Background: an optimization exercise with open tools, aiming at small area. Do not read the settings as production practice. Where RTL was checked, it was by simulation tests only, not by an equivalence proof against the original. Power figures rest on the tool's default switching activity, not on a simulated workload.

main:
## lidar_scan_top
module lidar_scan_top (
    input  logic        clk,
    input  logic        TxD_reset,
    input  logic        serial_in,
    output logic        result_valid,
    output logic [15:0] min_angle,
    output logic [15:0] max_angle,
    output logic [15:0] obs_alert
);
    localparam logic [9:0] BT_T    = 10'h12D;
    localparam logic [9:0] BT_HALF = 10'h238;
    localparam logic [9:0] BT_FULL = 10'h239;
    localparam logic [3:0] U_IDLE  = 4'b0000;
    localparam logic [3:0] U_START = 4'b0001;
    localparam logic [3:0] U_STOP  = 4'b0010;
    logic       rx_meta;
    logic       rx_sync;
    logic [3:0] ust;
    logic [9:0] bt;
    logic       tick;
    logic       u_data;
    logic [7:0] bb;
    logic       pend;
    assign tick   = (ust != U_IDLE) && (bt == BT_T);
    assign u_data = ust[3];
    always_ff @(posedge clk) begin
        if (TxD_reset) begin
            rx_meta <= 1'b1;
            rx_sync <= 1'b1;
        end else begin
            rx_meta <= serial_in;
            rx_sync <= rx_meta;
        end
    end
    always_ff @(posedge clk) begin
        if (((ust == U_IDLE) && !rx_sync) || tick) begin
            bt <= {BT_HALF[9:1], tick};
        end else begin
  ...
Size: ~52 I/O pins, about 4800 um2 of cells after synthesis.
clock: 10.0 ns
lec_check: 0
cap_margin: 20
core_margin: 2
core_utilization: 85
place_density: 0.92
slew_margin: 20
standard.sh (not shown) runs the stock make flow with config.mk's settings and CLKGATE_MAP_FILE= SYNTH_SCRIPT=/design/flow/synth_recipe.tcl, a recipe that flattens the netlist after the stock synthesis.
==> flow/flow/run.sh <==
#!/bin/bash
# Layout flow: the standard.sh (ORFS) in three parts.
#  1. the standard synthesis, unchanged, up to the Yosys netlist;
#  2. flow/remap.sh maps that netlist's combinational logic again with an
#     area-oriented ABC script; every flip-flop keeps its instance name, its
#     cell and its connections;
#  3. the rest of the standard flow on that netlist, with two changes: the
#     port buffers come from the smallest buffer cell (buf_1), and clock tree
#     synthesis adds no dummy loads.
# Each tool's output goes to a log file of its own in this folder.
set -euo pipefail
export BUFFER_PORTS_ARGS="-buffer_cell sky130_fd_sc_hd__buf_1"
export CTS_ARGS="-sink_clustering_enable -repair_clock_nets -buf_list sky130_fd_sc_hd__clkbuf_8 -dont_use_dummy_load"
R="$PWD/orfs/results/${FLOW_PLATFORM:-sky130hd}/lidar_scan_top/base"
bash standard.sh "$R/1_2_yosys.v" > standard_synth.log 2>&1
cp "$R/1_2_yosys.v" "$R/1_2_yosys_standard.v"
bash flow/remap.sh "$R/1_2_yosys_standard.v" "$R/1_2_yosys.v" > remap.log 2>&1
touch "$R/1_2_yosys.v"
bash standard.sh > standard_flow.log 2>&1
Other scripts of this flow, unchanged in this note and not shown: flow/flow/abc_area.script, flow/flow/comb_models.py, flow/flow/remap.sh
main did not finish; a tool error ended it in global routing (5_1_grt).
Modified inputs, the feature branch compared to main
- a change of CORE_UTILIZATION from 85 to 70
- a change of PLACE_DENSITY from 0.92 to 0.78
## What came out
The final layout from the feature branch, which completed every stage, passed the timing, design-rule and antenna checks at the end of the flow. Going from main to the feature branch, starting density of the core shrinks by 16 points. Looking at number of standard-cell rows in the floorplan across the feature branch and main, the one that comes out higher is the feature branch. In the flow results for the feature branch and main, the die span in x is smaller on main. Placed standard-cell area delta (the feature branch -> main): insignificant. Looking only at setup slack after placement, and setting everything else aside, the higher value of the feature branch and main goes to the feature branch. The feature branch: number of instances in the placed design higher than main.

========
Another version of the RTL of lidar_scan_top (not shown whole).
Size: roughly 510 cells after synthesis, ~52 I/O pins.
export LEC_CHECK = 0
export CAP_MARGIN = 20
export CORE_MARGIN = 2
export CORE_UTILIZATION = 70
export CTS_BUF_LIST = sky130_fd_sc_hd__clkbuf_8
export CTS_CLUSTER_DIAMETER = 60
export CTS_CLUSTER_SIZE = 16
export PLACE_DENSITY = 0.78
export SLEW_MARGIN = 20
create_clock -name core_clock -period 10.0 [get_ports {clk}]
run.sh (not shown) runs the stock make flow with config.mk's settings and CLKGATE_MAP_FILE= SYNTH_SCRIPT=/design/flow/synth_recipe.tcl, a recipe that flattens the netlist after the stock synthesis.
Stock flow here: none of the scripts above is used.
==> next run, changes <==
Settings changed: CTS_CLUSTER_DIAMETER 60 to not set, CTS_CLUSTER_SIZE 16 to not set.
What happened: The changed run ran to the end with no violations; maximum frequency is unchanged; hold slack does not change; cell area stays the same; power is unchanged; worst setup slack stays the same; global-route usage does not change; clock power hardly moves; wire length is unchanged; first-iteration DRC count is unchanged; clock skew is unchanged; synthesized cell count stays the same.
==> next run, changes <==
==> flow/flow/run.sh (new file) <==
#!/bin/bash
# Standard ORFS layout (the standard.sh), with the port buffers that
# buffer_ports inserts taken from the smallest buffer cell.
set -euo pipefail
export BUFFER_PORTS_ARGS="-buffer_cell sky130_fd_sc_hd__buf_1"
bash standard.sh > standard_flow.log 2>&1
==> flow/standard.sh (new file) <==
#!/bin/bash
# synth_recipe.tcl (not shown) runs the flow's synth.tcl, then flattens the netlist and writes it again
# the make line also repeats each setting of config.mk as NAME=value (left out here)
make -C /OpenROAD-flow-scripts/flow DESIGN_CONFIG=/design/flow/config.mk WORK_HOME=/design/flow/orfs CLKGATE_MAP_FILE= SYNTH_SCRIPT=/design/flow/synth_recipe.tcl "${@:-finish}"
removed: flow/run.sh
=> The changed run completed without violations. Combinational power fell by about 2%. Setup slack gains 0.40 ns. Global-route usage shrinks by 0.29 points. Cell area fell by 4.5%. Total power is about the same.
No run of this note included a check of the RTL's function; only the layout flow was run.

========
build 31:
lidar_scan_top, a different RTL version from the one above (not shown whole).
Size in the first run: ~470 cells after synthesis, about 160 flip-flops.
==> flow/design.v (excerpt) <==
module lidar_scan_top (
    input  logic        clk,
    input  logic        TxD_reset,
    input  logic        serial_in,
    output logic        result_valid,
    output logic [15:0] min_angle,
    output logic [15:0] max_angle,
    output logic [15:0] obs_alert
);
    localparam logic [9:0] BT_T    = 10'h12D;
    localparam logic [9:0] BT_HALF = 10'h238;
    localparam logic [9:0] BT_FULL = 10'h239;
    localparam logic [3:0] U_IDLE  = 4'd0;
    localparam logic [3:0] U_START = 4'd1;
    localparam logic [3:0] U_STOP  = 4'd10;
    logic       rx_meta;
    logic       rx_sync;
    logic [3:0] ust;
    logic [9:0] bt;
    logic       tick;
    logic       u_data;
    logic [7:0] bb;
    logic       pend;
    assign tick   = (ust != U_IDLE) && (bt == BT_T);
    assign u_data = (ust != U_IDLE) && (ust != U_START) && (ust != U_STOP);
    always_ff @(posedge clk) begin
        if (TxD_reset) begin
            rx_meta <= 1'b1;
            rx_sync <= 1'b1;
        end else begin
            rx_meta <= serial_in;
            rx_sync <= rx_meta;
        end
    end
    always_ff @(posedge clk) begin
        if (((ust == U_IDLE) && !rx_sync) || tick) begin
            bt <= {BT_HALF[9:1], tick};
        end else begin
            bt <= {bt[8:0], bt[9] ^ bt[2]};
        end
    end
    always_ff @(posedge clk) begin
        if (TxD_reset) begin
            ust <= U_IDLE;
        end else if (ust == U_IDLE) begin
            if (!rx_sync) ust <= U_START;
        end else if (tick) begin
            if (ust == U_STOP || (ust == U_START && rx_sync)) ust <= U_IDLE;
            else ust <= ust + 4'd1;
        end
    end
    localparam logic [4:0] S_CT     = 5'b00_000;
    localparam logic [4:0] S_SL     = 5'b00_101;
    localparam logic [4:0] S_HUNT_A = 5'b01_000;
    localparam logic [4:0] S_HUNT_B = 5'b01_001;
    localparam logic [4:0] S_F1_0   = 5'b11_000;
    localparam logic [2:0] F_LDD = 3'd0;    
    localparam logic [2:0] F_FL  = 3'd1;
    localparam logic [2:0] F_FH  = 3'd2;
    localparam logic [2:0] F_LL  = 3'd3;
    localparam logic [2:0] F_LH  = 3'd4;
  ...
Settings: LEC_CHECK=0, CAP_MARGIN=20, CORE_MARGIN=2, CORE_UTILIZATION=70, PLACE_DENSITY=0.78, SLEW_MARGIN=20; clock period 10.0 ns.
standard.sh (not shown) runs the stock make flow with config.mk's settings and CLKGATE_MAP_FILE= SYNTH_SCRIPT=/design/flow/synth_recipe.tcl, a recipe that flattens the netlist after the stock synthesis.
==> flow/flow/run.sh <==
#!/bin/bash
# Standard ORFS layout (the standard.sh) with two changes: the port
# buffers come from the smallest buffer cell, and clock tree synthesis adds
# no dummy loads.
set -euo pipefail
export BUFFER_PORTS_ARGS="-buffer_cell sky130_fd_sc_hd__buf_1"
export CTS_ARGS="-sink_clustering_enable -repair_clock_nets -buf_list {sky130_fd_sc_hd__clkbuf_8 sky130_fd_sc_hd__clkbuf_16} -sink_clustering_size 23 -sink_clustering_max_diameter 100 -dont_use_dummy_load"
bash standard.sh > standard_flow.log 2>&1
## Diff of input files: build 65 against build 31
diff --git a/flow/flow/run.sh b/flow/flow/run.sh
--- a/flow/flow/run.sh
+++ b/flow/flow/run.sh
@@ -7 +7 @@
-export CTS_ARGS="-sink_clustering_enable -repair_clock_nets -buf_list {sky130_fd_sc_hd__clkbuf_8 sky130_fd_sc_hd__clkbuf_16} -sink_clustering_size 23 -sink_clustering_max_diameter 100 -dont_use_dummy_load"
+export CTS_ARGS="-sink_clustering_enable -repair_clock_nets -buf_list sky130_fd_sc_hd__clkbuf_8 -sink_clustering_size 23 -sink_clustering_max_diameter 100 -dont_use_dummy_load"
--- outcome ---
Compared with build 31, in build 65 period utilization shows a reduction of 1.4 points; worst supply voltage drop on vdd rose by 35%. Looking only at sequential share of cell area, and setting everything else aside, the higher value of build 65 and build 31 goes to build 65. Final area is higher on build 31.
The following lists how build 89 was set up differently from build 65:
diff --git a/flow/flow/run.sh b/flow/flow/run.sh
--- a/flow/flow/run.sh
+++ b/flow/flow/run.sh
@@ -7 +7 @@
-export CTS_ARGS="-sink_clustering_enable -repair_clock_nets -buf_list sky130_fd_sc_hd__clkbuf_8 -sink_clustering_size 23 -sink_clustering_max_diameter 100 -dont_use_dummy_load"
+export CTS_ARGS="-sink_clustering_enable -repair_clock_nets -buf_list sky130_fd_sc_hd__clkbuf_8 -dont_use_dummy_load"
Findings:
- Going from build 65 to build 89, non-clock buffer area fraction after layout barely changed; count of buffering cells on the critical path with inverters included barely changed; sequential cell count barely changed.
- Sum of met2 wire segment lengths after detailed routing: build 89 vs build 65 identical
- Hold slack across build 89 and build 65: no real change.
- Re global-route wire length before repair: no difference whatsoever between build 89 and build 65.
- Diff build 89..build 65 | clock-buffer cell count | unchanged
- Re die footprint: no difference whatsoever between build 65 and build 89.
- Diff build 89..build 65 | floorplan die height | negligible

========
lidar_scan_top, a different RTL version from the one above (not shown whole).
For scale: ~480 cells after synthesis, about 160 flip-flops, ~52 I/O pins, ~5400 µm² of cells after synthesis.
Design lidar_scan_top, start of the top module:
module lidar_scan_top (
    input  logic        clk,
    input  logic        TxD_reset,
    input  logic        serial_in,
    output logic        result_valid,
    output logic [15:0] min_angle,
    output logic [15:0] max_angle,
    output logic [15:0] obs_alert
);
    localparam logic [9:0] BT_T    = 10'h12D;
    localparam logic [9:0] BT_HALF = 10'h238;
    localparam logic [9:0] BT_FULL = 10'h239;
    localparam logic [3:0] U_IDLE  = 4'd0;
    localparam logic [3:0] U_START = 4'd1;
    localparam logic [3:0] U_STOP  = 4'd10;
    logic       rx_meta;
    logic       rx_sync;
    logic [3:0] ust;
    logic [9:0] bt;
    logic       tick;
    logic       u_data;
    logic [7:0] bb;
    logic       pend;
    assign tick   = (ust != U_IDLE) && (bt == BT_T);
    assign u_data = (ust != U_IDLE) && (ust != U_START) && (ust != U_STOP);
    always_ff @(posedge clk) begin
        if (TxD_reset) begin
            rx_meta <= 1'b1;
            rx_sync <= 1'b1;
        end else begin
  ...
clock: 10.0 ns
lec_check: 0
cap_margin: 20
core_margin: 2
core_utilization: 80
place_density: 0.86
slew_margin: 20
==> flow/flow/run.sh <==
#!/bin/bash
# Standard ORFS layout (the standard.sh) with two changes: the port
# buffers come from the smallest buffer cell, and clock tree synthesis adds
# no dummy loads.
set -euo pipefail
export BUFFER_PORTS_ARGS="-buffer_cell sky130_fd_sc_hd__buf_1"
export CTS_ARGS="-sink_clustering_enable -repair_clock_nets -buf_list sky130_fd_sc_hd__clkbuf_8 -dont_use_dummy_load"
bash standard.sh > standard_flow.log 2>&1
The baseline finished with timing, DRC and antenna clean.
Rerun with:
- CORE_UTILIZATION: 80 -> 70
- PLACE_DENSITY: 0.86 -> 0.78
What happened: Synthesized area does not change; first-iteration DRC count shrinks by well over a third; clock-buffer cell count is unchanged; routed wire length shrinks by about a fifth; non-clock buffer count shrinks by 1; clock power shrinks slightly.
Function was not checked in any run of this note: the RTL went through the layout flow alone.

[re-timing with driven ports]
In the flow no input, the clock included, has a driving cell. The finished layouts below were timed again as built, in two steps. Step 1: set_driving_cell puts a clkbuf_16 on clk and a buf_2 on each other input, an assumption about the parent block. Step 2 moves the port delays by t, midway between the first and last clock arrival at a register: inputs arrive t later, outputs are due t later. That takes back most of the time a late clock gives input paths. a / b / c = ideal ports / drivers / drivers and shift; a / b = the first two.
| run | shift t [ns] | setup slack, ns | worst hold slack (ns) | worst register clock-pin slew, ns |
|---|---|---|---|---|
| the feature branch | 0.461 | 5.676 / 5.644 / 6.105 | 0.309 / 0.309 / 0.309 | 0.09 / 0.09 |
| the first run of note 2 | 0.491 | 5.735 / 5.701 / 6.192 | 0.323 / 0.323 / 0.323 | 0.10 / 0.10 |
| the second run of note 2 | 0.491 | 5.735 / 5.701 / 6.192 | 0.323 / 0.323 / 0.323 | 0.10 / 0.10 |
| the third run of note 2 | 0.485 | 6.139 / 6.107 / 6.367 | 0.323 / 0.323 / 0.323 | 0.11 / 0.11 |
| build 31 | 0.538 | 5.850 / 5.819 / 6.357 | 0.302 / 0.302 / 0.302 | 0.08 / 0.08 |
| build 65 | 0.451 | 5.988 / 5.958 / 6.408 | 0.294 / 0.294 / 0.294 | 0.10 / 0.10 |
| build 89 | 0.451 | 5.988 / 5.958 / 6.408 | 0.294 / 0.294 / 0.294 | 0.10 / 0.10 |
| the first run of note 4 | 0.457 | 5.881 / 5.854 / 6.111 | 0.310 / 0.310 / 0.310 | 0.09 / 0.09 |
| the second run of note 4 | 0.457 | 5.847 / 5.815 / 6.191 | 0.309 / 0.309 / 0.309 | 0.09 / 0.09 |
After both steps every run listed still meets setup and hold.
